Context: an optimization exercise on an open-source flow, tuned for small area and a short achievable clock period. The choices shown serve that exercise and are no tape-out recipe. No run shown here included a check of the RTL's function; only the layout flow was run.

## flow/run.sh

```bash
#!/bin/bash
# synth_recipe.tcl (not shown) runs the flow's synth.tcl, then flattens the netlist and writes it again
# the make line also repeats each setting of config.mk as NAME=value (left out here)
make -C /OpenROAD-flow-scripts/flow DESIGN_CONFIG=/design/flow/config.mk WORK_HOME=/design/flow/orfs CLKGATE_MAP_FILE= SYNTH_SCRIPT=/design/flow/synth_recipe.tcl finish
```

## flow/constraint.sdc

```tcl
create_clock -name core_clock -period 95.0 [get_ports {clock}]
set_input_delay 19.0000 -clock core_clock [delete_from_list [all_inputs] [get_ports {clock}]]
set_output_delay 19.0000 -clock core_clock [all_outputs]
set_load 0.01 [all_outputs]
```

## flow/design.v

```verilog
package note_pkg;
  localparam int DEF_SPAWN_Y = 0;
  localparam int DEF_HIT_Y   = 420;
  localparam int DEF_HIT_WIN = 16;
  localparam int DEF_LANES   = 4;
  localparam int DEF_LANE_W  = 2;
  localparam int DEF_POS_W   = 10;
endpackage
module note_slot_pick #(
  parameter int N = 40
) (
  input  logic [N-1:0] mask_i,
  output logic [N-1:0] onehot_o,
  output logic         found_o
);
  logic [N:0] seen;
  always_comb begin
    seen[0] = 1'b0;
    for (int i = 0; i < N; i++) begin
      onehot_o[i] = mask_i[i] & ~seen[i];
      seen[i+1]   = seen[i] | mask_i[i];
    end
    found_o = seen[N];
  end
endmodule
module note_lane_scroller #(
  parameter  int LANES   = note_pkg::DEF_LANES,
  parameter  int SLOTS   = 40,
  parameter  int POS_W   = note_pkg::DEF_POS_W,
  parameter  int SPEED_W = 4,
  parameter  int SPAWN_Y = note_pkg::DEF_SPAWN_Y,
  parameter  int HIT_Y   = note_pkg::DEF_HIT_Y,
  parameter  int HIT_WIN = note_pkg::DEF_HIT_WIN,
  localparam int IDX_W   = $clog2(SLOTS),
  localparam int LANE_W  = $clog2(LANES),
  localparam int CNT_W   = $clog2(SLOTS + 1)
) (
  input  logic               clock,
  input  logic               reset_n,
  input  logic               tick,
  input  logic [SPEED_W-1:0] speed,
  input  logic               chart_valid,
  input  logic [LANES-1:0]   chart_lanes,
  output logic               chart_ready,
  input  logic [LANES-1:0]   strum,
  output logic [LANES-1:0]   hit,
  output logic [LANES-1:0]   miss,
  output logic [LANES-1:0]   bad_strum,
  input  logic [IDX_W-1:0]   rd_idx,
  output logic               rd_valid,
  output logic [LANE_W-1:0]  rd_lane,
  output logic [POS_W-1:0]   rd_pos,
  output logic [CNT_W-1:0]   active_count,
  output logic               overflow
);
  localparam int PW = 9;                        
  localparam logic [PW-1:0] WIN_LO = PW'(HIT_Y - HIT_WIN);
  localparam logic [PW-1:0] WIN_HI = PW'(HIT_Y + HIT_WIN);
  localparam int KW = 6;                        
  logic [SLOTS-1:0]             sv_q;
  logic [SLOTS-1:0][LANE_W-1:0] sl_q;
  logic [SLOTS-1:0][PW-1:0]     sp_q;
  logic [SLOTS-1:0]             sv_d;
  logic [SLOTS-1:0][LANE_W-1:0] sl_d;
  logic [SLOTS-1:0][PW-1:0]     sp_d;
  logic             ready_q;
  logic [LANES-1:0] pend_q;
  logic [LANES-1:0] hit_q, miss_q, bad_q;
  logic [CNT_W-1:0] cnt_q;
  logic             ovf_q;
  logic             rdv_q;
  logic [LANE_W-1:0] rdl_q;
  logic [PW-1:0]    rdp_q;
  logic [SLOTS-1:0] inwin;
  logic [SLOTS-1:0] alive [LANES];
  logic [SLOTS-1:0] win   [LANES];
  logic [LANES-1:0] found;
  logic [SLOTS-1:0] strum_free;
  always_comb begin
    for (int s = 0; s < SLOTS; s++) begin
      inwin[s] = sv_q[s] && (sp_q[s] >= WIN_LO);
    end
    for (int l = 0; l < LANES; l++) begin
      for (int s = 0; s < SLOTS; s++) begin
        alive[l][s] = inwin[s] && (sl_q[s] == LANE_W'(l));
      end
      found[l] = |alive[l];
      for (int b = KW - 1; b >= 0; b--) begin
        logic [SLOTS-1:0] hasb;
        for (int s = 0; s < SLOTS; s++) hasb[s] = sp_q[s][b];
        if (|(alive[l] & hasb)) alive[l] = alive[l] & hasb;
      end
    end
  end
  for (genvar l = 0; l < LANES; l++) begin : g_pick
    logic unused_found;
    note_slot_pick #(.N(SLOTS)) u_pick (
      .mask_i   (alive[l]),
      .onehot_o (win[l]),
      .found_o  (unused_found)
    );
  end
  always_comb begin
    for (int s = 0; s < SLOTS; s++) begin
      strum_free[s] = 1'b0;
      for (int l = 0; l < LANES; l++) strum_free[s] = strum_free[s] | (strum[l] & win[l][s]);
    end
  end
  logic [SLOTS-1:0] free_oh;
  logic             free_found;
  logic [LANES-1:0] pend_oh;
  logic             pend_found;
  logic [LANE_W-1:0] pend_lane;
  logic             alloc_we;
  note_slot_pick #(.N(SLOTS)) u_free (
    .mask_i   (~sv_q),
    .onehot_o (free_oh),
    .found_o  (free_found)
  );
  note_slot_pick #(.N(LANES)) u_pend (
    .mask_i   (pend_q),
    .onehot_o (pend_oh),
    .found_o  (pend_found)
  );
  always_comb begin
    pend_lane = '0;
    for (int l = 0; l < LANES; l++) if (pend_oh[l]) pend_lane = pend_lane | LANE_W'(l);
  end
  assign alloc_we = !ready_q && free_found;
  logic [PW-1:0]    step;
  logic [PW-1:0]    sum   [SLOTS];
  logic [SLOTS-1:0] gone;
  logic [LANES-1:0] miss_d;
  assign step = tick ? PW'(speed) : '0;
  always_comb begin
    miss_d = '0;
    for (int s = 0; s < SLOTS; s++) begin
      sum[s]  = sp_q[s] + step;
      gone[s] = sv_q[s] && !strum_free[s] && (sum[s] > WIN_HI);
      if (gone[s]) miss_d[sl_q[s]] = 1'b1;
      sv_d[s] = (sv_q[s] && !strum_free[s] && !gone[s]) || (alloc_we && free_oh[s]);
      sp_d[s] = (alloc_we && free_oh[s]) ? PW'(SPAWN_Y) : sum[s];
      sl_d[s] = (alloc_we && free_oh[s]) ? pend_lane : sl_q[s];
    end
  end
  logic [CNT_W-1:0] cnt_d;
  always_comb begin
    cnt_d = '0;
    for (int s = 0; s < SLOTS; s++) cnt_d = cnt_d + CNT_W'(sv_d[s]);
  end
  logic              rdv_d;
  logic [LANE_W-1:0] rdl_d;
  logic [PW-1:0]     rdp_d;
  always_comb begin
    rdv_d = 1'b0;
    rdl_d = '0;
    rdp_d = '0;
    for (int s = 0; s < SLOTS; s++) begin
      if (rd_idx == IDX_W'(s)) begin
        rdv_d = sv_q[s];
        rdl_d = sl_q[s];
        rdp_d = sp_q[s];
      end
    end
  end
  always_ff @(posedge clock or negedge reset_n) begin
    if (!reset_n) begin
      sv_q    <= '0;
      ready_q <= 1'b1;
      pend_q  <= '0;
      hit_q   <= '0;
      miss_q  <= '0;
      bad_q   <= '0;
      cnt_q   <= '0;
      ovf_q   <= 1'b0;
      rdv_q   <= 1'b0;
    end else begin
      sv_q   <= sv_d;
      hit_q  <= strum & found;
      bad_q  <= strum & ~found;
      miss_q <= miss_d;
      cnt_q  <= cnt_d;
      rdv_q  <= rdv_d;
      if (ready_q) begin
        if (chart_valid && (chart_lanes != '0)) begin
          pend_q  <= chart_lanes;
          ready_q <= 1'b0;
        end
      end else begin
        if (!free_found) ovf_q <= 1'b1;
        pend_q <= pend_q & ~pend_oh;
        if ((pend_q & ~pend_oh) == '0) ready_q <= 1'b1;
      end
    end
  end
  always_ff @(posedge clock) begin
    sl_q  <= sl_d;
    sp_q  <= sp_d;
    rdl_q <= rdl_d;
    rdp_q <= rdp_d;
  end
  assign chart_ready  = ready_q;
  assign hit          = hit_q;
  assign miss         = miss_q;
  assign bad_strum    = bad_q;
  assign rd_valid     = rdv_q;
  assign rd_lane      = rdl_q;
  assign rd_pos       = {1'b0, rdp_q};
  assign active_count = cnt_q;
  assign overflow     = ovf_q;
endmodule
```

## flow/config.mk

```make
export PLATFORM = sky130hd
export DESIGN_NAME = note_lane_scroller
export DESIGN_NICKNAME = note_lane_scroller
export VERILOG_FILES = /design/flow/design.v
export SDC_FILE = /design/flow/constraint.sdc
export NUM_CORES = 8
export LEC_CHECK = 0
export CAP_MARGIN = 20
export CORE_MARGIN = 2
export CORE_UTILIZATION = 25
export SLEW_MARGIN = 20
```

==> results.yml, run 1 <==
status:
  status: "aborted with a tool error"
  stop_stage: "5_1_grt"
  error_line: "[ERROR GRT-0116] Global routing finished with congestion. Check the congestion regions in the DRC Viewer."
clock_tree:
  root_buffer: "clkbuf_16"
  htreeDepth: 3
  cts_made_buffers: 73
  cts_hold_buffers: 0
  cts_resized: 0
  clkSinkCount: 516
  cts_setup_buffers: 0
  clk_path_buf_depth: 4
yosys:
  yosysSeqAreaShare_pct: 15.9
  syn_nets: 10692
  ys.warnings.count: 8
  synth_top_area_share_pct: 10.3
  synth_cell_types: 128
  syn-mean-instance-area_sq_um: 6.92
  synth_cells: 10428
  synth_area_leader_cell: "dfxtp_1"
  synthFlopType: "dfxtp_1"
  synth_seq_cells: 516
  synth_edf_count: 80
  synth_area_sq_um: 72200
  synth_async_sr_flop_share_pct: 12.6
  yosys-top-cells-area: "dfxtp_1 10%, nor2_1 5.4%, o21ai_0 4.2%, nand2_1 4.2%, clkbuf_1 3.7%"
die:
  die_x_um: 541
  fp-row-count: 197
  fp.dieH_um: 541
  ios: 55
  initial_core_util_pct: 25.1
global_routing:
  grt_pass1_vias: 149655
  gr-total-overflow: 9052
  grt_usage_pct: 95.6
  grt_pass1_wl_um: 1920000
  grt_max_degree: 95
placement:
  placed_area_sq_um: 85600
  io_buffer_count: 53
  dpl.hpwl_um: 1050000
  place.gp.congestion: 1.49
  dp.cells: 14647
[cell usage after synthesis (140+ instances only)]
cell type / instances
ha_1: 171
xor2_1: 140
o22ai_1: 238
dfxtp_1: 371
nor2b_1: 261
nand2b_1: 188
nor4_1: 189
o21ai_0: 604
inv_1: 324
and2_1: 145
a21oi_1: 525
nand4_1: 283
buf_2: 141
a22oi_1: 142
nand2_1: 802
nand3_1: 441
nor3_1: 473
o211ai_1: 220
a211oi_1: 143
o21a_1: 164
nor2_1: 1046
clkbuf_1: 703
[metal layers]
metal,global-route usage (%),GRT overflow
met1,95.0,1352
met2,103,4242
met3,90.7,1344
met4,93.6,1954
met5,78.0,160
[per-stage QoR]
stage               worst slack, ns
floorplan                     66.96
global placement              65.97
detailed placement            65.97
CTS                           66.76
[logic make-up after synthesis]
family | synth area share, %
mux | 1.52
buf+inv | 7.08
compound gates | 36.4
flops | 15.9
simple gates | 31.1
other cells | 0.00520
xor+xnor | 3.02
fa+ha+maj | 4.99
[how the worst max path moves through the flow]
| stage | start | end | cells past startpoint |
|---|---|---|---|
| after floorplan | speed[1] | cnt_q[4]$_DFF_PN0_ | 32 |
| after global placement | tick | cnt_q[4]$_DFF_PN0_ | 35 |
| after detailed placement | tick | cnt_q[4]$_DFF_PN0_ | 35 |
| after CTS | tick | cnt_q[4]$_DFF_PN0_ | 35 |
==> run 2, diff against run 1 <==
--- a/flow/design.v
+++ b/flow/design.v
@@ -61,16 +61,12 @@
   logic [SLOTS-1:0][LANE_W-1:0] sl_q;
   logic [SLOTS-1:0][PW-1:0]     sp_q;
-  logic [SLOTS-1:0]             sv_d;
-  logic [SLOTS-1:0][LANE_W-1:0] sl_d;
-  logic [SLOTS-1:0][PW-1:0]     sp_d;
-  logic             ready_q;
-  logic [LANES-1:0] pend_q;
-  logic [LANES-1:0] hit_q, miss_q, bad_q;
-  logic [CNT_W-1:0] cnt_q;
-  logic             ovf_q;
-  logic             rdv_q;
+  logic              ready_q;
+  logic [LANES-1:0]  pend_q;
+  logic [LANES-1:0]  hit_q, miss_q, bad_q;
+  logic [CNT_W-1:0]  cnt_q;
+  logic              ovf_q;
+  logic              rdv_q;
   logic [LANE_W-1:0] rdl_q;
-  logic [PW-1:0]    rdp_q;
-  logic [SLOTS-1:0] inwin;
+  logic [PW-1:0]     rdp_q;
   logic [SLOTS-1:0] alive [LANES];
   logic [SLOTS-1:0] win   [LANES];
@@ -78,10 +74,7 @@
   logic [SLOTS-1:0] strum_free;
   always_comb begin
-    for (int s = 0; s < SLOTS; s++) begin
-      inwin[s] = sv_q[s] && (sp_q[s] >= WIN_LO);
-    end
     for (int l = 0; l < LANES; l++) begin
       for (int s = 0; s < SLOTS; s++) begin
-        alive[l][s] = inwin[s] && (sl_q[s] == LANE_W'(l));
+        alive[l][s] = sv_q[s] && (sp_q[s] >= WIN_LO) && (sl_q[s] == LANE_W'(l));
       end
       found[l] = |alive[l];
@@ -107,10 +100,10 @@
     end
   end
-  logic [SLOTS-1:0] free_oh;
-  logic             free_found;
-  logic [LANES-1:0] pend_oh;
-  logic             pend_found;
+  logic [SLOTS-1:0]  free_oh;
+  logic              free_found;
+  logic [LANES-1:0]  pend_oh;
+  logic              pend_found;
   logic [LANE_W-1:0] pend_lane;
-  logic             alloc_we;
+  logic [SLOTS-1:0]  alloc;
   note_slot_pick #(.N(SLOTS)) u_free (
     .mask_i   (~sv_q),
@@ -127,19 +120,22 @@
     for (int l = 0; l < LANES; l++) if (pend_oh[l]) pend_lane = pend_lane | LANE_W'(l);
   end
-  assign alloc_we = !ready_q && free_found;
+  assign alloc = ready_q ? '0 : free_oh;
+  logic [SLOTS-1:0] over, gone, sv_d;
+  logic [LANES-1:0] miss_d;
   logic [PW-1:0]    step;
-  logic [PW-1:0]    sum   [SLOTS];
-  logic [SLOTS-1:0] gone;
-  logic [LANES-1:0] miss_d;
   assign step = tick ? PW'(speed) : '0;
   always_comb begin
     miss_d = '0;
     for (int s = 0; s < SLOTS; s++) begin
-      sum[s]  = sp_q[s] + step;
-      gone[s] = sv_q[s] && !strum_free[s] && (sum[s] > WIN_HI);
+      over[s] = tick && (sp_q[s][8:5] == 4'b1101) && ({1'b0, sp_q[s][4:0]} + 6'(speed) >= 6'd21);
+      gone[s] = sv_q[s] && !strum_free[s] && over[s];
       if (gone[s]) miss_d[sl_q[s]] = 1'b1;
-      sv_d[s] = (sv_q[s] && !strum_free[s] && !gone[s]) || (alloc_we && free_oh[s]);
-      sp_d[s] = (alloc_we && free_oh[s]) ? PW'(SPAWN_Y) : sum[s];
-      sl_d[s] = (alloc_we && free_oh[s]) ? pend_lane : sl_q[s];
+      sv_d[s] = (sv_q[s] && !strum_free[s] && !over[s]) || alloc[s];
+    end
+  end
+  always_ff @(posedge clock) begin
+    for (int s = 0; s < SLOTS; s++) begin
+      sp_q[s] <= alloc[s] ? PW'(SPAWN_Y) : sp_q[s] + step;
+      if (alloc[s]) sl_q[s] <= pend_lane;
     end
   end
@@ -158,7 +154,7 @@
     for (int s = 0; s < SLOTS; s++) begin
       if (rd_idx == IDX_W'(s)) begin
-        rdv_d = sv_q[s];
-        rdl_d = sl_q[s];
-        rdp_d = sp_q[s];
+        rdv_d = rdv_d | sv_q[s];
+        rdl_d = rdl_d | sl_q[s];
+        rdp_d = rdp_d | sp_q[s];
       end
     end
@@ -195,6 +191,4 @@
   end
   always_ff @(posedge clock) begin
-    sl_q  <= sl_d;
-    sp_q  <= sp_d;
     rdl_q <= rdl_d;
     rdp_q <= rdp_d;
--- a/flow/config.mk
+++ b/flow/config.mk
@@ -6,6 +6,8 @@
 export NUM_CORES = 8
 export LEC_CHECK = 0
+export ABC_AREA = 1
 export CAP_MARGIN = 20
 export CORE_MARGIN = 2
-export CORE_UTILIZATION = 25
+export CORE_UTILIZATION = 15
+export PLACE_DENSITY = 0.35
 export SLEW_MARGIN = 20
==> results.yml, run 2 <==
clock_tree:
  clkSinkCount: 516
  cts_tree: "yes"
  insertion_delay_ns: 0.75
  clk_path_buf_depth: 3
  cts_resized: 0
  cts_setup_buffers: 0
  path_clk_slew_ns: 0.06
  cts_made_buffers: 75
  root_buffer: "clkbuf_16"
  cts_hold_buffers: 0
  htreeDepth: 3
placement:
  dpl.hpwl_um: 398000
  dp.cells: 15981
  io_buffer_count: 53
  place.gp.congestion: 1.07
setup_path:
  r2r_cells: 84
  r2r_end: "cnt_q[4]$_DFF_PN0_"
  path_depth: 84
  crit_buf_inv: 9
  critPathRequiredTime_ns: 95.60
  crit_type: "reg -> reg"
  r2r-start: "sp_q[155]$_SDFF_PP0_"
  max_stage_delay_ns: 0.98
  crit_top_cell: "nand2_1"
  reg2reg_slack_ns: 68.33
  slowest_stage: "nor2_1"
  critical-path-top-delay-family: "simple AND/OR/NAND/NOR gates"
  critPathCaptureType: "flip-flop"
  arrival_ns: 27.27
  cp_max_fo: 38
  crit_path_start_kind: "flip-flop"
worst_hold_path:
  min_path_cells: 2
  hold_class: "reg -> reg"
  hold_end: "sp_q[88]$_SDFF_PP0_"
  worstHoldStart: "sp_q[88]$_SDFF_PP0_"
timing:
  fin_setup_tns_ns: 0
  relSlewSlack_pct: 10.6
  fmaxAchievable_mhz: 37.5
  rsz0062_at_grt: "false"
  fin_hold_ws_ns: 0.511
  post-route-min-period_ns: 26.67
  hold_violations: 0
  post-route-period-util_pct: 28.1
  finClkSkew_ns: 0.0576
  finalSetupViolations: 0
  tightest_slew_ns: 1.34
  drv_slew: 0
status:
  status: "finished clean"
routing:
  detail_route.wl_per_cell_um: 30.3
  met1Wirelength_um: 200000
  wl_um: 489000
  wl_met2_um: 204000
  postRouteAntennaNets: 0
  drt-initial-drc-count: 9567
  top_layer: "met5"
  drt-pass1-iter-count: 7
  vias_per_cell: 4.77
  vias: 77010
  drc: 0
  met3_wirelength_um: 40700
yosys:
  synth_seq_cells: 516
  synth_edf_count: 80
  yosysSeqAreaShare_pct: 18.2
  synth_area_sq_um: 62800
  synth_cell_types: 79
  synthTopCellsByCount: "2933 x nand2_1, 1261 x inv_1, 1219 x nand3_1"
  syn_nets: 10945
  syn-mean-instance-area_sq_um: 6.00
  yosys-top-cells-area: "nand2_1 18%, dfxtp_1 12%, nand3_1 9.7%, inv_1 7.5%, nor2_1 6.8%"
  ys.warnings.count: 6
  synth_cells: 10481
  synth_async_sr_flop_share_pct: 12.6
  synth_area_leader_cell: "nand2_1"
  synth_top_area_share_pct: 17.5
  synth_most_common_cell: "nand2_1"
  synthFlopType: "dfxtp_1"
layout:
  final_common_cell: "nand2_1"
  utilization_pct: 17.5
  largest_register_ffs: 360
  drive_gt1_share_pct: 7.68
  fin_cells: 16149
  regMostFlops: "sp_q"
  area_growth_pct: 15.8
  final_nets: 11025
  top_regs: "sp_q (360), sl_q (80), sv_q (40)"
  most-common-layout-cells: "2931 x nand2_1, 1256 x inv_1, 1217 x nand3_1"
die:
  die_area_sq_um: 424000
  initial_core_util_pct: 15.1
  ios: 55
  fp-row-count: 237
  die_x_um: 651
  fp.dieH_um: 651
  core_area_sq_um: 417000
global_routing:
  grt_pass1_wl_um: 645000
  grt_usage_pct: 22.2
  grt_max_degree: 42
  antenna_found_initial: 63
  grt_pass1_vias: 72127
  gr-total-overflow: 0
flow_run:
  maxCapViolCount: 0
## run 2: changes by cell type after synthesis, sizes merged, moves of 176 or more
cell | previous run | this run
nand2 | 804 | 2978
inv | 325 | 1338
nand3 | 443 | 1293
clkbuf | 703 | 76
nor3 | 475 | 154
nor2b | 261 | 0
o211ai | 223 | 24
nand2b | 188 | 0
nor2 | 1049 | 1230
nand4 | 284 | 460
## run 2: worst reg2reg max path, delay by kind of cell, from the launching register on
kind | cells | cell delay (ns)
xor gates and xnor gates | 1 | 0.15
DFF | 1 | 0.73
and+or+nand+nor | 59 | 15.82
adders and majority gates | 8 | 3.85
buffers and inverters | 9 | 3.34
AOI/OAI and AO/OA | 7 | 2.64
## run 2: metal layers
metal,GRT usage (%),up-vias
li1,-,34893
met1,27.8,37013
met2,33.5,3949
met3,4.61,1143
met4,16.7,12
met5,0,-
## run 2: cells by family (layout without fill, tap and decap cells)
family,Yosys count,in the layout,synth area share [%]
adder cells (fa/ha/maj),442,442,10.1
other,1,34,0.00597
flip-flops,516,516,18.2
AO/OA/AOI/OAI,1277,1277,11.5
buffers and inverters,1687,1825,11.8
XOR/XNOR,237,237,3.30
AND/OR/NAND/NOR,6321,6321,45.1
## run 2: area by class of cell
type / count / area (sq um)
fill: 48678 / 344000
multi-input combinational: 8278 / 44300
inverter: 1349 / 5070
clock buffer: 108 / 2160
timing repair buffer: 341 / 2680
antenna: 33 / 82.6
tap: 5497 / 6880
sequential: 516 / 11500
clock inverter: 27 / 200
## run 2: worst max path at each step
stage / endpoint / slack, ns / startpoint
floorplan: cnt_q[4]$_DFF_PN0_ / 69.78 / speed[0]
CTS: cnt_q[4]$_DFF_PN0_ / 68.65 / speed[3]
finish: cnt_q[4]$_DFF_PN0_ / 68.33 / sp_q[155]$_SDFF_PP0_
global placement: cnt_q[4]$_DFF_PN0_ / 67.88 / speed[3]
global route: cnt_q[4]$_DFF_PN0_ / 68.36 / speed[1]
detailed placement: cnt_q[4]$_DFF_PN0_ / 67.90 / speed[3]
## run 2: stage by stage
| stage | setup WS, ns | instance area [sq um] |
|---|---|---|
| after floorplan | 69.78 | 62800 |
| after global placement | 67.88 | 70300 |
| after detailed placement | 67.90 | 70300 |
| after CTS | 68.65 | 72700 |
| after global routing | 68.36 | 72700 |
| final | 68.33 | 72800 |
==> run 3, diff against run 2 <==
--- a/flow/design.v
+++ b/flow/design.v
@@ -54,8 +54,6 @@
   output logic               overflow
 );
-  localparam int PW = 9;                        
-  localparam logic [PW-1:0] WIN_LO = PW'(HIT_Y - HIT_WIN);
-  localparam logic [PW-1:0] WIN_HI = PW'(HIT_Y + HIT_WIN);
-  localparam int KW = 6;                        
+  localparam int PW = 9;
+  localparam int KW = 6;
   logic [SLOTS-1:0]             sv_q;
   logic [SLOTS-1:0][LANE_W-1:0] sl_q;
@@ -69,4 +67,13 @@
   logic [LANE_W-1:0] rdl_q;
   logic [PW-1:0]     rdp_q;
+  logic [SLOTS-1:0]        inwin;
+  logic [SLOTS-1:0][3:0]   lane_oh;
+  always_comb begin
+    for (int s = 0; s < SLOTS; s++) begin
+      inwin[s]   = sv_q[s] & sp_q[s][8] & sp_q[s][7] &
+                   (sp_q[s][5] | (sp_q[s][4] & (sp_q[s][3] | sp_q[s][2])));
+      lane_oh[s] = 4'(1) << sl_q[s];
+    end
+  end
   logic [SLOTS-1:0] alive [LANES];
   logic [SLOTS-1:0] win   [LANES];
@@ -75,12 +82,11 @@
   always_comb begin
     for (int l = 0; l < LANES; l++) begin
-      for (int s = 0; s < SLOTS; s++) begin
-        alive[l][s] = sv_q[s] && (sp_q[s] >= WIN_LO) && (sl_q[s] == LANE_W'(l));
-      end
+      for (int s = 0; s < SLOTS; s++) alive[l][s] = inwin[s] & lane_oh[s][l];
       found[l] = |alive[l];
       for (int b = KW - 1; b >= 0; b--) begin
-        logic [SLOTS-1:0] hasb;
-        for (int s = 0; s < SLOTS; s++) hasb[s] = sp_q[s][b];
-        if (|(alive[l] & hasb)) alive[l] = alive[l] & hasb;
+        logic any;
+        any = 1'b0;
+        for (int s = 0; s < SLOTS; s++) any = any | (alive[l][s] & sp_q[s][b]);
+        for (int s = 0; s < SLOTS; s++) alive[l][s] = alive[l][s] & (sp_q[s][b] | ~any);
       end
     end
@@ -116,32 +122,39 @@
     .found_o  (pend_found)
   );
-  always_comb begin
-    pend_lane = '0;
-    for (int l = 0; l < LANES; l++) if (pend_oh[l]) pend_lane = pend_lane | LANE_W'(l);
-  end
-  assign alloc = ready_q ? '0 : free_oh;
-  logic [SLOTS-1:0] over, gone, sv_d;
-  logic [LANES-1:0] miss_d;
-  logic [PW-1:0]    step;
-  assign step = tick ? PW'(speed) : '0;
-  always_comb begin
-    miss_d = '0;
-    for (int s = 0; s < SLOTS; s++) begin
-      over[s] = tick && (sp_q[s][8:5] == 4'b1101) && ({1'b0, sp_q[s][4:0]} + 6'(speed) >= 6'd21);
-      gone[s] = sv_q[s] && !strum_free[s] && over[s];
-      if (gone[s]) miss_d[sl_q[s]] = 1'b1;
-      sv_d[s] = (sv_q[s] && !strum_free[s] && !over[s]) || alloc[s];
+  assign pend_lane = {pend_oh[3] | pend_oh[2], pend_oh[3] | pend_oh[1]};
+  assign alloc     = ready_q ? '0 : free_oh;
+  logic [3:0]        step;
+  logic [SLOTS-1:0]  over;
+  logic [SLOTS-1:0]  sv_d;
+  logic [LANES-1:0]  miss_d;
+  logic [LANES-1:0]  anyover;
+  logic [SLOTS-1:0][4:0] lo;
+  assign step = tick ? speed : '0;
+  always_comb begin
+    miss_d  = '0;
+    anyover = '0;
+    for (int s = 0; s < SLOTS; s++) begin
+      lo[s]   = {1'b0, sp_q[s][3:0]} + {1'b0, step};
+      over[s] = sv_q[s] & (((sp_q[s][8:4] == 5'd27) & (lo[s] >= 5'd5)) |
+                           ((sp_q[s][8:4] == 5'd26) & (lo[s] >= 5'd21)));
+      miss_d  = miss_d  | ({4{over[s] & ~strum_free[s]}} & lane_oh[s]);
+      anyover = anyover | ({4{over[s]}} & lane_oh[s]);
+      sv_d[s] = (sv_q[s] & ~strum_free[s] & ~over[s]) | alloc[s];
     end
   end
   always_ff @(posedge clock) begin
     for (int s = 0; s < SLOTS; s++) begin
-      sp_q[s] <= alloc[s] ? PW'(SPAWN_Y) : sp_q[s] + step;
+      sp_q[s] <= alloc[s] ? PW'(SPAWN_Y) : {sp_q[s][8:4] + 5'(lo[s][4]), lo[s][3:0]};
       if (alloc[s]) sl_q[s] <= pend_lane;
     end
   end
-  logic [CNT_W-1:0] cnt_d;
-  always_comb begin
-    cnt_d = '0;
-    for (int s = 0; s < SLOTS; s++) cnt_d = cnt_d + CNT_W'(sv_d[s]);
+  logic [CNT_W-1:0] n_over;
+  logic [2:0]       n_hit;
+  logic [LANES-1:0] hit_keep;
+  always_comb begin
+    n_over = '0;
+    for (int s = 0; s < SLOTS; s++) n_over = n_over + CNT_W'(over[s]);
+    hit_keep = strum & found & ~anyover;
+    n_hit    = 3'(hit_keep[0]) + 3'(hit_keep[1]) + 3'(hit_keep[2]) + 3'(hit_keep[3]);
   end
   logic              rdv_d;
@@ -176,5 +189,5 @@
       bad_q  <= strum & ~found;
       miss_q <= miss_d;
-      cnt_q  <= cnt_d;
+      cnt_q  <= cnt_q + CNT_W'(!ready_q && free_found) - n_over - CNT_W'(n_hit);
       rdv_q  <= rdv_d;
       if (ready_q) begin
==> flow/flow/run.sh (new file) <==
#!/bin/bash
# Layout flow: the standard ORFS flow, with a synthesis script that maps the logic for area
# (ABC "map -a", no Yosys full-adder extraction). Registers are mapped exactly as in the standard
# synthesis. Each step's full output goes to a log file in this folder.
set -euo pipefail
HERE=$(pwd)
FLOWDIR=$HERE/flow
sed -e "s|SYNTH_SCRIPT=[^ ]*|SYNTH_SCRIPT=$FLOWDIR/synth.tcl|" standard.sh > own_synth.sh
export CUSTOM_ABC_SCRIPT=$FLOWDIR/abc_area.script
bash own_synth.sh synth > flow_synth.log 2>&1
bash standard.sh > flow_layout.log 2>&1
==> flow/flow/abc_area.script (new file) <==
strash; dch; map -a; topo; stime -c; buffer -c; upsize -c; dnsize -c
==> flow/flow/synth.tcl (new file) <==
proc synth {args} { yosys synth -nofsm -noshare {*}$args }
# Map combinational logic for area: use our own ABC script in place of the one ORFS picks.
proc abc {args} {
  set i [lsearch -exact $args -script]
  if { $i >= 0 } { lset args [expr {$i + 1}] $::env(CUSTOM_ABC_SCRIPT) }
  yosys abc {*}$args
}
# Leave adders to ABC instead of Yosys's full/half-adder cell extraction.
proc extract_fa {args} { }
source $::env(SCRIPTS_DIR)/synth.tcl
# left out here: clear keep_hierarchy, flatten, clean up, hide names made inside functions, write 1_2_yosys.v
==> flow/standard.sh (new file) <==
#!/bin/bash
# synth_recipe.tcl (not shown) runs the flow's synth.tcl, then flattens the netlist and writes it again
# the make line also repeats each setting of config.mk as NAME=value (left out here)
make -C /OpenROAD-flow-scripts/flow DESIGN_CONFIG=/design/flow/config.mk WORK_HOME=/design/flow/orfs CLKGATE_MAP_FILE= SYNTH_SCRIPT=/design/flow/synth_recipe.tcl "${@:-finish}"
--- a/flow/config.mk
+++ b/flow/config.mk
@@ -6,5 +6,4 @@
 export NUM_CORES = 8
 export LEC_CHECK = 0
-export ABC_AREA = 1
 export CAP_MARGIN = 20
 export CORE_MARGIN = 2
removed: flow/run.sh
==> results.yml, run 3 <==
status:
  status: "finished clean"
setup_path:
  crit_path_start_kind: "input pin"
  crit_top_cell: "nand2_1"
  slowest_stage: "nand2_1"
  max_stage_delay_ns: 0.62
  crit_type: "in -> reg"
  cp_max_fo: 33
  critPathCaptureType: "flip-flop"
  arrival_ns: 29.98
  critPathRequiredTime_ns: 95.60
yosys:
  yosys-top-cells-area: "dfxtp_1 16%, nor2_1 11%, inv_1 8.2%, o21ai_0 7.4%, nand2_1 6.5%"
  synth_cell_types: 101
  ys.warnings.count: 6
  synth_most_common_cell: "nor2_1"
  synth_cells: 7442
  syn-mean-instance-area_sq_um: 6.25
  synth_async_sr_flop_share_pct: 12.6
  synth_seq_cells: 516
  synth_area_sq_um: 46500
  synth_edf_count: 80
  synthFlopType: "dfxtp_1"
  yosysSeqAreaShare_pct: 24.6
  synth_top_area_share_pct: 16.0
  synthTopCellsByCount: "1380 x nor2_1, 1013 x inv_1, 805 x nand2_1"
  synth_area_leader_cell: "dfxtp_1"
  syn_nets: 7464
timing:
  finalSetupViolations: 0
  tightest_slew_ns: 1.40
  drv_slew: 0
  hold_violations: 0
  fin_setup_tns_ns: 0
  rsz0062_at_grt: "false"
  fmaxAchievable_mhz: 34.0
  fin_hold_ws_ns: 0.449
  finClkSkew_ns: 0.0799
  relSlewSlack_pct: 6.44
  post-route-min-period_ns: 29.38
  post-route-period-util_pct: 30.9
flow_run:
  maxCapViolCount: 0
layout:
  area_growth_pct: 21.1
  largest_register_ffs: 360
  final_nets: 7659
  regArea_sq_um: 11500
  fillers: 35712
  final_common_cell: "nor2_1"
  most-common-layout-cells: "1367 x nor2_1, 1012 x inv_1, 801 x nand2_1"
  regMostFlops: "sp_q"
  drive_gt1_share_pct: 9.93
  multiInputGateArea_sq_um: 29600
  top_regs: "sp_q (360), sl_q (80), sv_q (40)"
die:
  ios: 55
  fp-row-count: 204
  die_area_sq_um: 314000
  fp.dieH_um: 561
  initial_core_util_pct: 15.1
  core_area_sq_um: 309000
  die_x_um: 561
global_routing:
  grt_max_degree: 41
  grt_usage_pct: 31.1
  grt_pass1_vias: 59268
  grt_pass1_wl_um: 638000
  antenna_found_initial: 87
  gr-total-overflow: 0
clock_tree:
  clkSinkCount: 516
  cts_resized: 0
  cts_made_buffers: 80
  clk_path_buf_depth: 3
  cts_tree: "yes"
  cts_hold_buffers: 0
  htreeDepth: 3
  insertion_delay_ns: 0.79
  cts_setup_buffers: 0
  path_clk_slew_ns: 0.06
  root_buffer: "clkbuf_16"
routing:
  wl_um: 510000
  drt-initial-drc-count: 9421
  drt-pass1-iter-count: 8
  drc: 0
  vias: 63871
  postRouteAntennaNets: 0
  detail_route.wl_per_cell_um: 43.0
  vias_per_cell: 5.39
worst_hold_path:
  hold_class: "reg -> reg"
placement:
  place.gp.congestion: 1.08
  dpl.hpwl_um: 437000
  io_buffer_count: 53
==> run 3: changes by cell type after synthesis, sizes merged, moves of 111 or more <==
| cell | previous run | this run |
|---|---|---|
| buf | 262 | 103 |
| fa | 111 | 0 |
| o221ai | 12 | 128 |
| o21ai | 585 | 774 |
| a22oi | 3 | 180 |
| nor3 | 154 | 416 |
| nand4 | 460 | 82 |
| a21oi | 371 | 620 |
| nand2 | 2978 | 812 |
| ha | 331 | 0 |
| inv | 1338 | 1091 |
| nand3 | 1293 | 144 |
| nor2 | 1230 | 1403 |
==> run 3: kinds of logic (layout without fill, tap and decap cells) <==
logic type / after synthesis / in the layout / share of synthesized area, %
buffers and inverters: 1390 / 1651 / 12.8
xor gates and xnor gates: 191 / 191 / 3.60
and+or+nand+nor: 3067 / 3067 / 28.6
other: 1 / 36 / 0.00807
AOI/OAI and AO/OA: 2275 / 2275 / 30.4
DFF: 516 / 516 / 24.6
adders and majority gates: 2 / 2 / 0.0431
==> run 3: path summary, 6_finish.rpt <==
path	from	to	slack [ns]	depth (start not counted)
max	tick	cnt_q[5]$_DFF_PN0_	65.62	46
min	sp_q[161]$_SDFF_PP0_	sp_q[161]$_SDFF_PP0_	0.45	1
max reg2reg	sp_q[248]$_SDFF_PP0_	miss_q[0]$_DFF_PN0_	69.56	83
min reg2reg	sp_q[161]$_SDFF_PP0_	sp_q[161]$_SDFF_PP0_	0.45	1
max in group asynchronous	reset_n	sv_q[8]$_DFF_PN0_	75.54	2
min in group asynchronous	reset_n	sv_q[39]$_DFF_PN0_	18.26	1
==> run 3: stage by stage <==
| stage | utilization (%) | instances | cell area [sq um] | setup WS (ns) |
|---|---|---|---|---|
| after floorplan | - | 7442 | 46500 | 69.45 |
| after global placement | 17.3 | 11664 | 53300 | 64.90 |
| after detailed placement | 17.3 | 11671 | 53500 | 65.12 |
| after CTS | 18.2 | 11819 | 56200 | 65.86 |
| after global routing | 18.2 | 11830 | 56200 | 65.12 |
| final | 18.2 | 11858 | 56300 | 65.62 |
==> run 3: layer usage <==
metal / vias up / routed length [um] / GRT usage [%]
met5: - / 437 / 0
met4: 34 / 34800 / 17.9
met3: 826 / 47000 / 7.73
met2: 4079 / 208000 / 45.1
met1: 32730 / 219000 / 41.4
li1: 26202 / - / -
==> run 3: layout make-up <==
cell class | instances | share of cell area [%]
timing repair buffer | 387 | 5.39
sequential | 516 | 20.4
antenna | 35 | 0.156
tap | 4120 | 9.15
multi-input combinational | 5536 | 52.6
clock inverter | 34 | 0.760
inverter | 1116 | 7.52
clock buffer | 114 | 4.05
==> run 3: critical path, delay by kind of cell <==
family	cells	cell delay, ns
xor gates and xnor gates	6	1.07
and+or+nand+nor	29	6.63
AOI/OAI and AO/OA	6	1.34
buffers and inverters	5	1.80

-- re-timing with driven ports --
In the flow no input, the clock included, has a driving cell. The finished layouts below were timed again as built, in two steps.
Step 1 (the two cells are an assumption about what drives the block):
set clk [get_ports {clock}]
set_driving_cell -lib_cell sky130_fd_sc_hd__clkbuf_16 $clk
set_driving_cell -lib_cell sky130_fd_sc_hd__buf_2 [delete_from_list [all_inputs] $clk]
Step 2 times the ports against the registers' clock, not the clock port: input delays grow and output delays shrink by t, the midpoint of the rising clock arrivals with the driver on.
Three values: ideal ports, drivers, drivers and shift; two values: the first two.
run | t (ns) | slack for setup (ns) | worst setup path at the end | slew at the worst register clock pin (ns)
run 2 | 0.828 | 68.331 / 68.331 / 67.762 | input to register | 0.08 / 0.08
run 3 | 0.862 | 65.616 / 65.697 / 64.835 | input to register | 0.08 / 0.08
After both steps every run listed still meets setup and hold. For run 3, which loses most, drivers alone change the setup slack by +0.081 ns; drivers and shift together by -0.781 ns.
